Background: an optimization exercise with open tools, aiming at small area and few clock cycles. Do not read the settings as production practice.
Only simulation tests tie the RTL to the original design; equivalence was not proved.

==> flow/design.v <==
`default_nettype none
package rpre_pkg;
  localparam logic [1:0] KIND_REQ   = 2'd0;
  localparam logic [1:0] KIND_VALID = 2'd1;
  localparam logic [1:0] KIND_FAIL  = 2'd2;
endpackage
`default_nettype wire
`default_nettype none
module register_poll_read_engine #(
  parameter int QD = 3             
) (
  input  wire         clk,
  input  wire         rst_n,
  input  wire         in_tvalid,
  output logic        in_tready,
  input  wire  [7:0]  in_tdata,
  input  wire         in_tuser,
  output logic        out_tvalid,
  input  wire         out_tready,
  output logic [39:0] out_tdata,
  output logic [1:0]  out_tuser,
  output logic        out_tlast,
  input  wire         cfg_we,
  input  wire  [2:0]  cfg_index,
  input  wire  [63:0] cfg_wdata
);
  localparam logic [1:0] KIND_REQ   = 2'd0;
  localparam logic [1:0] KIND_VALID = 2'd1;
  localparam logic [1:0] KIND_FAIL  = 2'd2;
  logic [31:0] codes_r;
  logic [63:0] alo_r, ahi_r;
  logic        codes_f, alo_f, ahi_f;
  logic [15:0] poll_r, tmo_r;
  logic [7:0]  skip_r;
  always_ff @(posedge clk) begin
    if (cfg_we && cfg_index == 3'd0) codes_r <= cfg_wdata[31:0];
    if (cfg_we && cfg_index == 3'd3) alo_r   <= cfg_wdata;
    if (cfg_we && cfg_index == 3'd4) ahi_r   <= cfg_wdata;
  end
  always_ff @(posedge clk) begin
    if (!rst_n) begin
      codes_f <= 1'b0;
      alo_f   <= 1'b0;
      ahi_f   <= 1'b0;
      poll_r  <= 16'd1000;
      tmo_r   <= 16'd50;
      skip_r  <= 8'h30;
    end else if (cfg_we) begin
      case (cfg_index)
        3'd0: codes_f <= 1'b1;
        3'd1: poll_r  <= cfg_wdata[15:0];
        3'd2: tmo_r   <= cfg_wdata[15:0];
        3'd3: alo_f   <= 1'b1;
        3'd4: ahi_f   <= 1'b1;
        3'd5: skip_r  <= cfg_wdata[7:0];
        default: ;
      endcase
    end
  end
  logic        wait_r;           
  logic        send_r;           
  logic        round_r;
  logic [2:0]  p_r;
  logic [2:0]  rc_r;             
  logic [15:0] c_r;              
  logic [7:0]  b0_r;             
  logic [7:0]  ns_r;             
  logic [23:0] rd_r;             
  wire [16:0] c_inc  = {1'b0, c_r} + 17'd1;
  wire [15:0] thr    = wait_r ? tmo_r : poll_r;
  wire        hit    = c_inc >= {1'b0, thr};
  wire        skip_p = skip_r[p_r];
  wire        p_wrap = p_r == 3'd7;
  wire        good   = (b0_r == (codes_r[31:24] & {8{codes_f}})) && (in_tdata == ns_r);
  wire        rc5    = rc_r == 3'd5;
  logic [5:0]           q_r [0:QD-1];    
  logic [$clog2(QD+1)-1:0] qn_r;
  logic [2:0]           cnt_r;           
  logic [7:0]           acc_r;           
  wire [1:0] h_kind  = q_r[0][5:4];
  wire [2:0] h_item  = q_r[0][3:1];
  wire       h_round = q_r[0][0];
  wire       h_req   = h_kind == KIND_REQ;
  wire       h_last  = !h_req || cnt_r == 3'd6;
  wire       deliver = out_tvalid && out_tready;
  wire       pop     = deliver && h_last;
  wire       q_full  = qn_r == ($clog2(QD+1))'(QD);
  logic valid_pend;
  always_comb begin
    valid_pend = 1'b0;
    for (int i = 0; i < QD; i++)
      if (($clog2(QD+1))'(i) < qn_r && q_r[i][5:4] == KIND_VALID) valid_pend = 1'b1;
  end
  wire tick_push = hit && (wait_r || !skip_p);
  wire byte_push = wait_r && rc5;
  wire rd_block  = valid_pend && !(pop && h_kind == KIND_VALID) && wait_r && (rc_r == 3'd2 || rc_r == 3'd3 || rc_r == 3'd4);
  wire q_stall = q_full && !pop;
  assign in_tready = in_tuser ? !(rd_block || (q_stall && byte_push))
                              : !(q_stall && tick_push);
  wire accept = in_tvalid && in_tready;
  logic       push;
  logic [1:0] push_kind;
  logic       push_round;
  always_comb begin
    push       = 1'b0;
    push_kind  = KIND_REQ;
    push_round = round_r;
    if (accept) begin
      if (!wait_r) begin
        if (!in_tuser && hit && !skip_p) push = 1'b1;
      end else if (in_tuser) begin
        if (rc5 && good) begin
          push       = 1'b1;
          push_kind  = KIND_VALID;
          push_round = round_r || p_wrap;
        end
      end else if (hit) begin
        push = 1'b1;
        if (send_r) begin
          push_kind  = KIND_FAIL;
          push_round = round_r || p_wrap;
        end
      end
    end
  end
  always_ff @(posedge clk) begin
    if (!rst_n) begin
      wait_r  <= 1'b0;
      send_r  <= 1'b0;
      round_r <= 1'b0;
      p_r     <= 3'd0;
      rc_r    <= 3'd0;
      c_r     <= 16'd0;
    end else if (accept) begin
      if (!wait_r) begin
        if (!in_tuser) begin
          if (hit) begin
            c_r <= 16'd0;
            if (skip_p) begin
              p_r     <= p_r + 3'd1;
              round_r <= round_r || p_wrap;
            end else begin
              wait_r <= 1'b1;
              send_r <= 1'b0;
              rc_r   <= 3'd0;
            end
          end else begin
            c_r <= c_inc[15:0];
          end
        end
      end else if (in_tuser) begin
        if (rc5) begin
          rc_r <= 3'd0;
          if (good) begin
            p_r     <= p_r + 3'd1;
            round_r <= round_r || p_wrap;
            c_r     <= 16'd0;
            wait_r  <= 1'b0;
          end
        end else begin
          rc_r <= rc_r + 3'd1;
        end
      end else begin
        if (hit) begin
          c_r  <= 16'd0;
          rc_r <= 3'd0;
          if (!send_r) begin
            send_r <= 1'b1;
          end else begin
            send_r  <= 1'b0;
            p_r     <= p_r + 3'd1;
            round_r <= round_r || p_wrap;
            wait_r  <= 1'b0;
          end
        end else begin
          c_r <= c_inc[15:0];
        end
      end
    end
  end
  always_ff @(posedge clk) begin
    if (accept && wait_r && in_tuser && !rc5) begin
      ns_r <= ((rc_r == 3'd0) ? 8'd0 : ns_r) - in_tdata;
      if (rc_r == 3'd0) b0_r         <= in_tdata;
      if (rc_r == 3'd2) rd_r[7:0]    <= in_tdata;
      if (rc_r == 3'd3) rd_r[15:8]   <= in_tdata;
      if (rc_r == 3'd4) rd_r[23:16]  <= in_tdata;
    end
  end
  always_ff @(posedge clk) begin
    if (!rst_n) qn_r <= '0;
    else qn_r <= qn_r + ($clog2(QD+1))'(push) - ($clog2(QD+1))'(pop);
  end
  always_ff @(posedge clk) begin
    for (int i = 0; i < QD; i++) begin
      if (pop) begin
        if (push && ($clog2(QD+1))'(i + 1) == qn_r) q_r[i] <= {push_kind, p_r, push_round};
        else if (i + 1 < QD) q_r[i] <= q_r[i+1];
      end else if (push && ($clog2(QD+1))'(i) == qn_r) begin
        q_r[i] <= {push_kind, p_r, push_round};
      end
    end
  end
  wire [63:0] aword = h_item[2] ? ahi_r : alo_r;
  wire        aflag = h_item[2] ? ahi_f : alo_f;
  wire [15:0] addr  = aword[h_item[1:0]*16 +: 16];
  logic [7:0] fraw;
  logic       fok;
  always_comb begin
    case (cnt_r)
      3'd0:    begin fraw = codes_r[7:0];   fok = codes_f; end
      3'd1:    begin fraw = 8'h07;          fok = 1'b1;    end
      3'd2:    begin fraw = codes_r[15:8];  fok = codes_f; end
      3'd3:    begin fraw = addr[7:0];      fok = aflag;   end
      3'd4:    begin fraw = addr[15:8];     fok = aflag;   end
      3'd5:    begin fraw = codes_r[23:16]; fok = codes_f; end
      default: begin fraw = acc_r;          fok = 1'b1;    end
    endcase
  end
  wire [7:0] fbyte = fraw & {8{fok}};
  always_ff @(posedge clk) begin
    if (!rst_n) begin
      cnt_r <= 3'd0;
    end else if (deliver) begin
      cnt_r <= h_last ? 3'd0 : cnt_r + 3'd1;
    end
  end
  always_ff @(posedge clk) begin
    if (deliver) acc_r <= ((cnt_r == 3'd0) ? 8'd0 : acc_r) - fbyte;
  end
  assign out_tvalid = qn_r != '0;
  assign out_tuser  = h_kind;
  assign out_tlast  = h_last;
  assign out_tdata  = {4'd0, h_round, (h_kind == KIND_VALID) ? rd_r : 24'd0, h_item,
                       h_req ? fbyte : 8'd0};
endmodule
`default_nettype wire
Settings: LEC_CHECK=0, CAP_MARGIN=20, CORE_MARGIN=2, CORE_UTILIZATION=70, SLEW_MARGIN=20, BUFFER_PORTS_ARGS=-buffer_cell sky130_fd_sc_hd__buf_1, CTS_ARGS=-sink_clustering_enable -repair_clock_nets -dont_use_dummy_load -buf_list sky130_fd_sc_hd__clkbuf_8 -sink_clustering_size 16 -sink_clustering_max_diameter 80; clock period 8.0 ns.
standard.sh (not shown) runs the stock make flow with config.mk's settings and CLKGATE_MAP_FILE= SYNTH_SCRIPT=/design/flow/synth_recipe.tcl, a recipe that flattens the netlist after the stock synthesis.
==> flow/flow/run.sh <==
#!/bin/bash
# Standard ORFS layout (the standard.sh) with three changes:
#  - synthesis maps logic with an area-oriented ABC script (flow/abc_area.script) in place
#    of ORFS's speed script, and leaves adders to ABC (no ADDER_MAP_FILE half/full-adder cells); registers are mapped exactly as in the standard synthesis
#    (ABC only sees the combinational logic), so register names and cells are unchanged;
#  - every port is still buffered, with buf_1 cells instead of buffer_ports' default;
#  - CTS builds its tree from clkbuf_8 cells on sink clusters of up to 16 registers,
#    without dummy loads.
set -euo pipefail
cd "$(dirname "$0")/.."
# A copy of ORFS's scripts that differs only in the ABC mapping script.
rm -rf scripts_area
cp -r "$FLOW_HOME/scripts" scripts_area
cp flow/abc_area.script scripts_area/abc_speed.script
export SCRIPTS_DIR="$PWD/scripts_area"
cat >> config.mk <<'EOM'
export ADDER_MAP_FILE =
export BUFFER_PORTS_ARGS = -buffer_cell sky130_fd_sc_hd__buf_1
export CTS_ARGS = -sink_clustering_enable -repair_clock_nets -dont_use_dummy_load -buf_list sky130_fd_sc_hd__clkbuf_8 -sink_clustering_size 16 -sink_clustering_max_diameter 80
EOM
bash standard.sh finish > flow_make.log 2>&1
==> flow/flow/abc_area.script <==
strash
ifraig
dc2
strash
dch -f
amap -m -F 3 -A 10
Testbench counts at the start, summed over its fixed seeds: cycles 31,555.
==> next run, changes <==
--- a/flow/design.v
+++ b/flow/design.v
@@ -179,15 +179,15 @@
     end
   end
   always_ff @(posedge clk) begin
     if (accept && wait_r && in_tuser && !rc5) begin
       ns_r <= ((rc_r == 3'd0) ? 8'd0 : ns_r) - in_tdata;
       if (rc_r == 3'd0) b0_r         <= in_tdata;
-      if (rc_r == 3'd2) rd_r[7:0]    <= in_tdata;
-      if (rc_r == 3'd3) rd_r[15:8]   <= in_tdata;
-      if (rc_r == 3'd4) rd_r[23:16]  <= in_tdata;
+      if (rc_r == 3'd2) rd_r[7:0]    <= ~in_tdata;
+      if (rc_r == 3'd3) rd_r[15:8]   <= ~in_tdata;
+      if (rc_r == 3'd4) rd_r[23:16]  <= ~in_tdata;
     end
   end
   always_ff @(posedge clk) begin
     if (!rst_n) qn_r <= '0;
     else qn_r <= qn_r + ($clog2(QD+1))'(push) - ($clog2(QD+1))'(pop);
   end
@@ -228,10 +228,10 @@
   always_ff @(posedge clk) begin
     if (deliver) acc_r <= ((cnt_r == 3'd0) ? 8'd0 : acc_r) - fbyte;
   end
   assign out_tvalid = qn_r != '0;
   assign out_tuser  = h_kind;
   assign out_tlast  = h_last;
-  assign out_tdata  = {4'd0, h_round, (h_kind == KIND_VALID) ? rd_r : 24'd0, h_item,
+  assign out_tdata  = {4'd0, h_round, (h_kind == KIND_VALID) ? ~rd_r : 24'd0, h_item,
                        h_req ? fbyte : 8'd0};
 endmodule
 `default_nettype wire
The changed run passed the timing, DRC and antenna checks.
Core utilization goes up by 0.71 points.
Critical path depth grows by 18.
Worst setup slack degrades by 940 ps.
Maximum frequency went down by 13%.
Synthesized cell count came out higher by 5.1%.
Routed wire length goes up by 4.0%.
Testbench counts after the change, summed over its fixed seeds: cycles 31,555.

-- re-timing with driven ports --
How much do the figures lean on ideal ports? The routed layouts below were timed once more, with nothing changed but the port constraints.
Step 1: set_driving_cell puts a clkbuf_16 on clk and a buf_2 on each other input, an assumption about the parent block.
Step 2 times the ports against the registers' clock, not the clock port: input delays grow and output delays shrink by t, the midpoint of the rising clock arrivals with the driver on.
Three values: no drivers, after step 1, after step 2; two values: the first two.
run | shift t [ns] | slack for setup (ns) | worst register clock-pin slew, ns | cell pins on the clock port's net
the first run | 0.595 | 1.537 / 1.494 / 1.783 | 0.11 / 0.11 | 1
the second run | 0.581 | 0.594 / 0.550 / 0.947 | 0.10 / 0.10 | 1
After both steps every run listed still meets setup and hold.
